What follows belongs to an exercise in optimizing a design on an open flow for small area, a short achievable clock period and few clock cycles per item; a production flow would make more cautious choices. In this exercise RTL edits were held to simulation tests only and were not proved equivalent to the original. Power is estimated from default activity; no workload was simulated.

// adc_channel_smoother_deadband
module adc_channel_smoother_deadband #(
  parameter int unsigned CHANNELS    = 64,
  parameter int unsigned SAMPLE_BITS = 12
) (
  input  logic         clk_i,
  input  logic         rst_ni,
  input  logic         sample_valid_i,
  output logic         sample_ready_o,
  input  logic         sample_kind_i,
  input  logic [5:0]   sample_channel_i,
  input  logic [11:0]  sample_raw_i,
  input  logic         sample_force_i,
  output logic         report_valid_o,
  input  logic         report_ready_i,
  output logic [5:0]   report_channel_o,
  output logic [15:0]  report_scaled_o,
  output logic [11:0]  report_smoothed_o,
  input  logic         cfg_valid_i,
  output logic         cfg_ready_o,
  input  logic         cfg_index_i,
  input  logic [63:0]  cfg_data_i
);
Size in the first run: roughly 4,500 cells after synthesis, about 2,000 flip-flops, roughly 130 I/O pins, ~0.074 mm^2 of cells after synthesis.
==> flow/config.mk <==
export PLATFORM = sky130hd
export DESIGN_NAME = adc_channel_smoother_deadband
export DESIGN_NICKNAME = adc_channel_smoother_deadband
export VERILOG_FILES = /design/flow/design.v
export SDC_FILE = /design/flow/constraint.sdc
export NUM_CORES = 4
export LEC_CHECK = 0
export CAP_MARGIN = 20
export CORE_MARGIN = 2
export CORE_UTILIZATION = 50
export CTS_BUF_LIST = sky130_fd_sc_hd__clkbuf_16
export CTS_CLUSTER_DIAMETER = 100
export CTS_CLUSTER_SIZE = 28
export SLEW_MARGIN = 20
==> flow/constraint.sdc <==
create_clock -name core_clock -period 13.0 [get_ports {clk_i}]
set_input_delay 2.6000 -clock core_clock [delete_from_list [all_inputs] [get_ports {clk_i}]]
set_output_delay 2.6000 -clock core_clock [all_outputs]
set_load 0.01 [all_outputs]
standard.sh (not shown) runs the stock make flow with config.mk's settings and CLKGATE_MAP_FILE= SYNTH_SCRIPT=/design/flow/synth_recipe.tcl, a recipe that flattens the netlist after the stock synthesis.
==> flow/flow/run.sh <==
#!/bin/bash
# Layout: the standard flow (standard.sh), with two changes to how the layout is
# made: the port buffers are buf_2 cells, and timing repair aims at a slack margin
# below the fixed 13 ns period, so that the paths are sized for a short achieved period.
# The clock period and constraints are the standard flow's, unchanged.
set -euo pipefail
bash standard.sh \
  "BUFFER_PORTS_ARGS=-buffer_cell sky130_fd_sc_hd__buf_2" \
  "SETUP_SLACK_MARGIN=${ACSD_SETUP_MARGIN:-9.0}" \
  finish > standard_flow.log 2>&1
Testbench counts at the start, summed over its fixed seeds: cycles 24,353, items 24,000.
Change:
--- a/flow/config.mk
+++ b/flow/config.mk
@@ -9,6 +9,3 @@
 export CORE_MARGIN = 2
-export CORE_UTILIZATION = 50
-export CTS_BUF_LIST = sky130_fd_sc_hd__clkbuf_16
-export CTS_CLUSTER_DIAMETER = 100
-export CTS_CLUSTER_SIZE = 28
+export CORE_UTILIZATION = 40
 export SLEW_MARGIN = 20
The changed run passed the timing, design-rule and antenna checks.
Design area grows by 5.3%.
Non-clock buffer count grows by 10.
Sequential share of layout area shrinks by 3.5 points.
Combinational power shrinks by about 2%.
Area after synthesis is unchanged.
Change:
--- a/flow/flow/run.sh
+++ b/flow/flow/run.sh
@@ -8,3 +8,3 @@
   "BUFFER_PORTS_ARGS=-buffer_cell sky130_fd_sc_hd__buf_2" \
-  "SETUP_SLACK_MARGIN=${ACSD_SETUP_MARGIN:-9.0}" \
+  "SETUP_SLACK_MARGIN=${ACSD_SETUP_MARGIN:-9.3}" \
   finish > standard_flow.log 2>&1
--- a/flow/config.mk
+++ b/flow/config.mk
@@ -10,2 +10,5 @@
 export CORE_UTILIZATION = 40
+export CTS_BUF_LIST = sky130_fd_sc_hd__clkbuf_16
+export CTS_CLUSTER_DIAMETER = 100
+export CTS_CLUSTER_SIZE = 28
 export SLEW_MARGIN = 20
Cell area came out lower by 3.3%.
Worst hold slack gains 25 ps.
Core utilization drops by 1.5 points.
Area after synthesis stays the same.
Total power shrinks by 13%.
Fmax barely changes.
Worst setup slack improves by 6.0 ps.
Change:
--- a/flow/flow/run.sh
+++ b/flow/flow/run.sh
@@ -8,3 +8,3 @@
   "BUFFER_PORTS_ARGS=-buffer_cell sky130_fd_sc_hd__buf_2" \
-  "SETUP_SLACK_MARGIN=${ACSD_SETUP_MARGIN:-9.3}" \
+  "SETUP_SLACK_MARGIN=${ACSD_SETUP_MARGIN:-9.0}" \
   finish > standard_flow.log 2>&1
After rerunning: The changed run passed the timing, design-rule and antenna checks. Clock power came out higher slightly. Combinational power drops by roughly a tenth. Total power came out lower slightly. Core utilization came out lower by 0.42 points. Die area stays the same. Setup slack is better by 49 ps. Clock skew went up by 25 ps. Synthesized cell count does not change. Sequential power hardly moves. Synthesized area does not change.

port drivers added, routing unchanged:
In the flow no input, the clock included, has a driving cell. The finished layouts below were timed again as built, in two steps.
Step 1 assumes that a clkbuf_16 drives the clock port and a buf_2 every other input.
Step 2, shift: input delay + t, output delay - t, t = (earliest + latest rising clock arrival at the registers) / 2. This alone moves slack from input paths to output paths.
Three values: ideal ports, drivers, drivers and shift; two values: the first two.
| run | t (ns) | setup slack, ns | worst data-port slew with drivers (ns) |
|---|---|---|---|
| the first run | 0.806 | 9.087 / 9.003 / 8.511 | 0.10 |
| the second run | 0.889 | 9.041 / 8.956 / 8.521 | 0.07 |
| the third run | 0.826 | 9.047 / 8.960 / 8.823 | 0.07 |
| the fourth run | 0.805 | 9.096 / 9.009 / 8.597 | 0.07 |
After both steps every run listed still meets setup and hold. The setup slack of the first run, which loses most, moves by -0.084 ns with the drivers and by -0.576 ns with both steps.
